Context: an optimization exercise on an open-source flow, tuned for small area. The choices shown serve that exercise and are no tape-out recipe.
In this exercise RTL edits were held to simulation tests only and were not proved equivalent to the original.
No activity file was given, so power comes from the tool's default toggle rates.

== ember ==
==> flow/design.v (excerpt) <==
module fft_peak_detect #(
    parameter int width   = 16,
    parameter int N_2     = 5,
    parameter int SKIP_DC = 1
) (
    input  logic                 clk,
    input  logic                 reset,
    input  logic                 in_valid,
    input  logic [2*width-1:0]   in_data,
    input  logic [2*width-1:0]   threshold,
    output logic                 busy,
    output logic                 result_valid,
    input  logic                 result_ack,
    output logic [N_2-1:0]       peak_idx,
    output logic [2*width-1:0]   peak_mag,
    output logic                 peak_found
);
For scale: roughly 990 cells after synthesis, about 76 flip-flops, roughly 110 I/O pins, ~0.010 mm^2 of cells after synthesis.
export LEC_CHECK = 0
export CAP_MARGIN = 20
export CORE_MARGIN = 2
export CORE_UTILIZATION = 40
export SLEW_MARGIN = 20
export SYNTH_HIERARCHICAL = 1
create_clock -name core_clock -period 8.0 [get_ports {clk}]
run.sh (not shown) runs the stock make flow with config.mk's settings and CLKGATE_MAP_FILE= SYNTH_SCRIPT=/design/flow/synth_recipe.tcl, a recipe that flattens the netlist after the stock synthesis.
ember did not stop at any stage, and its layout met the timing, design-rule and antenna checks.
## Diff of input files: cedar against ember
==> flow/flow/run.sh (new file) <==
#!/bin/bash
set -e
export BUFFER_PORTS_ARGS="-buffer_cell sky130_fd_sc_hd__buf_1"
export CTS_ARGS="-sink_clustering_enable -repair_clock_nets -dont_use_dummy_load -buf_list sky130_fd_sc_hd__clkbuf_8 -sink_clustering_size 20"
bash standard.sh > standard.log 2>&1
==> flow/standard.sh (new file) <==
#!/bin/bash
# synth_recipe.tcl (not shown) runs the flow's synth.tcl, then flattens the netlist and writes it again
# the make line also repeats each setting of config.mk as NAME=value (left out here)
make -C /OpenROAD-flow-scripts/flow DESIGN_CONFIG=/design/flow/config.mk WORK_HOME=/design/flow/orfs CLKGATE_MAP_FILE= SYNTH_SCRIPT=/design/flow/synth_recipe.tcl "${@:-finish}"
diff --git a/flow/config.mk b/flow/config.mk
--- a/flow/config.mk
+++ b/flow/config.mk
@@ -8,5 +8,5 @@
 export CAP_MARGIN = 20
 export CORE_MARGIN = 2
-export CORE_UTILIZATION = 40
+export CORE_UTILIZATION = 60
 export SLEW_MARGIN = 20
 export SYNTH_HIERARCHICAL = 1
removed: flow/run.sh
==> results.txt <==
- Of cedar and ember, the run reporting the higher die boundary width was ember.
- Looking at routing usage on met1, cedar sits 16 points higher than ember does.
- What ember reported for power consumption has to be multiplied by 0.927 to get the figure for cedar.
- Of cedar and ember, it is cedar that has the higher headroom to the max-slew limit.
- In the reports for cedar and ember, the larger final cycle utilization of the critical path belongs to ember.
Setup changes, cedar to delta
==> flow/flow/run.sh <==
#!/bin/bash
set -e
cp standard.sh standard_sh_copy.txt
cp config.mk config_mk_copy.txt
export BUFFER_PORTS_ARGS="-buffer_cell sky130_fd_sc_hd__buf_1"
bash standard.sh > standard.log 2>&1
diff --git a/flow/config.mk b/flow/config.mk
--- a/flow/config.mk
+++ b/flow/config.mk
@@ -8,5 +8,5 @@
 export CAP_MARGIN = 20
 export CORE_MARGIN = 2
-export CORE_UTILIZATION = 60
+export CORE_UTILIZATION = 40
 export SLEW_MARGIN = 20
 export SYNTH_HIERARCHICAL = 1
Results
- The core of delta is less densely filled than that of cedar.
- In the flow results for cedar and delta, the routed length on met1 is smaller on delta.
- Power per cell area (higher): delta
- Total global routing track utilization (higher): cedar
- Diff cedar -> delta | design area | up by a few percent
- From cedar to delta the numbers moved as follows: net count reported at finish comparable; total design power now larger.

========
fft_peak_detect, a different RTL version from the one above (not shown whole).
Size in the first run: about 110 I/O pins, roughly 9700 µm² of cells after synthesis.
clock: 8.0 ns
lec_check: 0
cap_margin: 0
core_margin: 2
core_utilization: 60
gpl_timing_driven: 0
slew_margin: 0
synth_hierarchical: 1
standard.sh (not shown) runs the stock make flow with config.mk's settings and CLKGATE_MAP_FILE= SYNTH_SCRIPT=/design/flow/synth_recipe.tcl, a recipe that flattens the netlist after the stock synthesis.
==> flow/flow/run.sh <==
#!/bin/bash
set -e
export BUFFER_PORTS_ARGS="-buffer_cell sky130_fd_sc_hd__buf_1"
export CTS_ARGS="-sink_clustering_enable -repair_clock_nets -dont_use_dummy_load -buf_list sky130_fd_sc_hd__clkbuf_8 -sink_clustering_size 20"
bash standard.sh > standard.log 2>&1
Then changed:
--- a/flow/flow/run.sh
+++ b/flow/flow/run.sh
@@ -2,2 +2,3 @@
 set -e
+export REMOVE_ABC_BUFFERS=1
 export BUFFER_PORTS_ARGS="-buffer_cell sky130_fd_sc_hd__buf_1"
CORE_UTILIZATION = 75   (was 60)
PLACE_DENSITY = 0.8   (was not set)
Power rises by 2.1%.
Die area decreases by 19%.
Clock-buffer cell count stays the same.
Sequential share of layout area increases by 0.36 points.
Non-clock buffer count is lower by 41.
Maximum frequency rises by 1.4%.
Routed wire length drops by 3.3%.
Then changed:
CORE_UTILIZATION = 60   (was 75)
Clock-buffer cell count is unchanged.
Core utilization falls by 16 points.
Worst setup slack degrades by 0.0055 ns.

========
Another version of the RTL of fft_peak_detect (not shown whole).
For scale: about 1000 cells after synthesis, about 76 flip-flops, ~110 I/O pins, ~0.0099 mm2 of cells after synthesis.
## fft_peak_detect
module fft_peak_detect #(
    parameter int width   = 16,
    parameter int N_2     = 5,
    parameter int SKIP_DC = 1
) (
    input  logic                 clk,
    input  logic                 reset,
    input  logic                 in_valid,
    input  logic [2*width-1:0]   in_data,
    input  logic [2*width-1:0]   threshold,
    output logic                 busy,
    output logic                 result_valid,
    input  logic                 result_ack,
    output logic [N_2-1:0]       peak_idx,
    output logic [2*width-1:0]   peak_mag,
    output logic                 peak_found
);
export LEC_CHECK = 0
export CAP_MARGIN = 0
export CORE_MARGIN = 2
export CORE_UTILIZATION = 60
export GPL_TIMING_DRIVEN = 0
export SLEW_MARGIN = 0
export SYNTH_HIERARCHICAL = 1
create_clock -name core_clock -period 8.0 [get_ports {clk}]
==> flow/flow/run.sh <==
#!/bin/bash
set -e
export BUFFER_PORTS_ARGS="-buffer_cell sky130_fd_sc_hd__buf_1"
export CTS_ARGS="-sink_clustering_enable -repair_clock_nets -dont_use_dummy_load -buf_list sky130_fd_sc_hd__clkbuf_8 -sink_clustering_size 20"
bash standard.sh > standard.log 2>&1
Edit:
==> flow/flow/run.sh (replaced) <==
#!/bin/bash
set -e
export BUFFER_PORTS_ARGS="-buffer_cell sky130_fd_sc_hd__buf_1"
export CTS_ARGS="-sink_clustering_enable -repair_clock_nets -dont_use_dummy_load -buf_list sky130_fd_sc_hd__clkbuf_4 -sink_clustering_size 12"
bash standard.sh > standard.log 2>&1
- GPL_TIMING_DRIVEN: 0 -> default
=>
- The new run finished with timing, DRC and antenna clean
- routed wire length increases by about 3.5%
- sequential power is about the same
- hold slack gains 0.0097 ns
- setup slack is better by 0.43 ns
- register-to-register slack gets worse by 0.45 ns
- area after synthesis is unchanged
- utilization rose by 0.21 points
- global-route usage goes up by 1.2 points
- clock skew goes down by 0.0060 ns
Edit:
==> flow/flow/run.sh (replaced) <==
#!/bin/bash
set -e
export BUFFER_PORTS_ARGS="-buffer_cell sky130_fd_sc_hd__buf_1"
export CTS_ARGS="-sink_clustering_enable -repair_clock_nets -dont_use_dummy_load -buf_list sky130_fd_sc_hd__clkbuf_4 -sink_clustering_size 8"
bash standard.sh > standard.log 2>&1
=>
- first-iteration DRC count stays the same
- total power stays the same
- clock power is about the same
- maximum frequency stays the same

========
fft_peak_detect with an RTL version that a note above also has.
Size in the first run: roughly 960 cells after synthesis, ~110 I/O pins, ~9700 sq um of cells after synthesis.
==> flow/config.mk <==
export PLATFORM = sky130hd
export DESIGN_NAME = fft_peak_detect
export DESIGN_NICKNAME = fft_peak_detect
export VERILOG_FILES = /design/flow/design.v
export SDC_FILE = /design/flow/constraint.sdc
export NUM_CORES = 4
export LEC_CHECK = 0
export CAP_MARGIN = 0
export CORE_MARGIN = 2
export CORE_UTILIZATION = 60
export GPL_TIMING_DRIVEN = 0
export SLEW_MARGIN = 0
export SYNTH_HIERARCHICAL = 1
==> flow/constraint.sdc <==
create_clock -name core_clock -period 8.0 [get_ports {clk}]
set_input_delay 1.6000 -clock core_clock [delete_from_list [all_inputs] [get_ports {clk}]]
set_output_delay 1.6000 -clock core_clock [all_outputs]
set_load 0.01 [all_outputs]
==> flow/flow/run.sh <==
#!/bin/bash
set -e
export REMOVE_ABC_BUFFERS=1
export BUFFER_PORTS_ARGS="-buffer_cell sky130_fd_sc_hd__buf_1"
export CTS_ARGS="-sink_clustering_enable -repair_clock_nets -dont_use_dummy_load -buf_list sky130_fd_sc_hd__clkbuf_8 -sink_clustering_size 20"
bash standard.sh > standard.log 2>&1
Then changed:
==> flow/flow/run.sh (replaced) <==
#!/bin/bash
set -e
export BUFFER_PORTS_ARGS="-buffer_cell sky130_fd_sc_hd__buf_1"
export CTS_ARGS="-sink_clustering_enable -repair_clock_nets -dont_use_dummy_load -buf_list sky130_fd_sc_hd__clkbuf_8 -sink_clustering_size 40 -sink_clustering_max_diameter 120"
bash standard.sh > standard.log 2>&1
The changed run ran to the end with no violations.
Wire length increases by 0.35%.
Utilization increases by 0.83 points.
Cell area increases by 1.3%.

========
Another version of the RTL of fft_peak_detect (not shown whole).
For scale: roughly 0.0097 mm² of cells after synthesis.
==> flow/config.mk <==
export PLATFORM = sky130hd
export DESIGN_NAME = fft_peak_detect
export DESIGN_NICKNAME = fft_peak_detect
export VERILOG_FILES = /design/flow/design.v
export SDC_FILE = /design/flow/constraint.sdc
export NUM_CORES = 4
export LEC_CHECK = 0
export CAP_MARGIN = 0
export CORE_MARGIN = 2
export CORE_UTILIZATION = 85
export GPL_TIMING_DRIVEN = 0
export PLACE_DENSITY = 0.9
export SLEW_MARGIN = 0
export SYNTH_HIERARCHICAL = 1
==> flow/constraint.sdc <==
create_clock -name core_clock -period 8.0 [get_ports {clk}]
set_input_delay 1.6000 -clock core_clock [delete_from_list [all_inputs] [get_ports {clk}]]
set_output_delay 1.6000 -clock core_clock [all_outputs]
set_load 0.01 [all_outputs]
==> flow/flow/run.sh <==
#!/bin/bash
set -e
export REMOVE_ABC_BUFFERS=1
export BUFFER_PORTS_ARGS="-buffer_cell sky130_fd_sc_hd__buf_1"
export CTS_ARGS="-sink_clustering_enable -repair_clock_nets -dont_use_dummy_load -buf_list sky130_fd_sc_hd__clkbuf_8 -sink_clustering_size 20"
bash standard.sh > standard.log 2>&1
The first run ran to the end with no violations.
Edit:
==> flow/flow/run.sh (replaced) <==
#!/bin/bash
set -e
export REMOVE_ABC_BUFFERS=1
export BUFFER_PORTS_ARGS="-buffer_cell sky130_fd_sc_hd__buf_1"
export CTS_ARGS="-sink_clustering_enable -repair_clock_nets -dont_use_dummy_load -root_buf sky130_fd_sc_hd__clkbuf_4 -buf_list sky130_fd_sc_hd__clkbuf_8 -sink_clustering_size 20"
bash standard.sh > standard.log 2>&1
--- a/flow/config.mk
+++ b/flow/config.mk
@@ -8,7 +8,7 @@
 export CAP_MARGIN = 0
 export CORE_MARGIN = 2
-export CORE_UTILIZATION = 85
+export CORE_UTILIZATION = 75
 export GPL_TIMING_DRIVEN = 0
-export PLACE_DENSITY = 0.9
+export PLACE_DENSITY = 0.8
 export SLEW_MARGIN = 0
 export SYNTH_HIERARCHICAL = 1
What happened: Via count fell by 15%; register-to-register slack improved by 500 ps; wire length fell by 27%; global-route usage fell by 18 points; worst hold slack improved by 5.3 ps; clock skew rose by 15 ps; power fell by 12%; utilization fell by 12 points; synthesized cell count stays the same; maximum frequency rose by 1.3%; first-iteration DRC count fell by 60%.
Edit:
==> flow/flow/run.sh (replaced) <==
#!/bin/bash
set -e
export REMOVE_ABC_BUFFERS=1
export BUFFER_PORTS_ARGS="-buffer_cell sky130_fd_sc_hd__buf_1"
export CTS_ARGS="-sink_clustering_enable -repair_clock_nets -dont_use_dummy_load -buf_list sky130_fd_sc_hd__clkbuf_8 -sink_clustering_size 20"
bash standard.sh > standard.log 2>&1
=> The changed run ran to the end with no violations. Sequential power barely changes. Via count goes up slightly. Hold slack got worse by 4.8 ps. Design area increases slightly. Sequential cell count is unchanged.

-- what the ideal ports hide --
The results above use ideal ports. As a check the final layouts listed here were re-extracted and re-timed, cells and wires unchanged.
Step 1: set_driving_cell puts a clkbuf_16 on clk and a buf_2 on each other input, an assumption about the parent block.
Step 2 moves the port delays by t, midway between the first and last clock arrival at a register: inputs arrive t later, outputs are due t later. That takes back most of the time a late clock gives input paths.
a / b / c = ideal / step 1 / step 2; a / b = the first two.
run | shift t [ns] | setup slack, ns | worst setup path at the end | cell pins on the clock port's net
ember | 0.367 | 0.342 / 0.359 / -0.009 | input to register | 1
cedar | 0.362 | 0.391 / 0.399 / 0.036 | input to register | 1
delta | 0.360 | 0.466 / 0.484 / 0.123 | input to register | 1
the first run of note 2 | 0.375 | 0.313 / 0.323 / -0.052 | input to register | 1
the second run of note 2 | 0.360 | 0.419 / 0.425 / 0.065 | input to register | 1
the third run of note 2 | 0.376 | 0.413 / 0.419 / 0.044 | input to register | 1
the first run of note 3 | 0.369 | 0.490 / 0.501 / 0.132 | input to register | 1
the second run of note 3 | 0.427 | 0.919 / 0.930 / 0.503 | input to register | 1
the third run of note 3 | 0.427 | 0.919 / 0.930 / 0.503 | input to register | 1
the first run of note 4 | 0.373 | 0.531 / 0.545 / 0.172 | input to register | 1
the second run of note 4 | 0.375 | 0.313 / 0.323 / -0.052 | input to register | 1
the first run of note 5 | 0.365 | 0.171 / 0.178 / -0.188 | input to register | 1
the second run of note 5 | 0.432 | 0.273 / 0.275 / -0.157 | input to register | 1
the third run of note 5 | 0.370 | 0.507 / 0.516 / 0.146 | input to register | 1
Met with ideal ports but missed after step 2: setup timing in 5 of these runs. The setup slack of the second run of note 5, which loses most, moves by +0.002 ns with the drivers and by -0.430 ns with both steps.
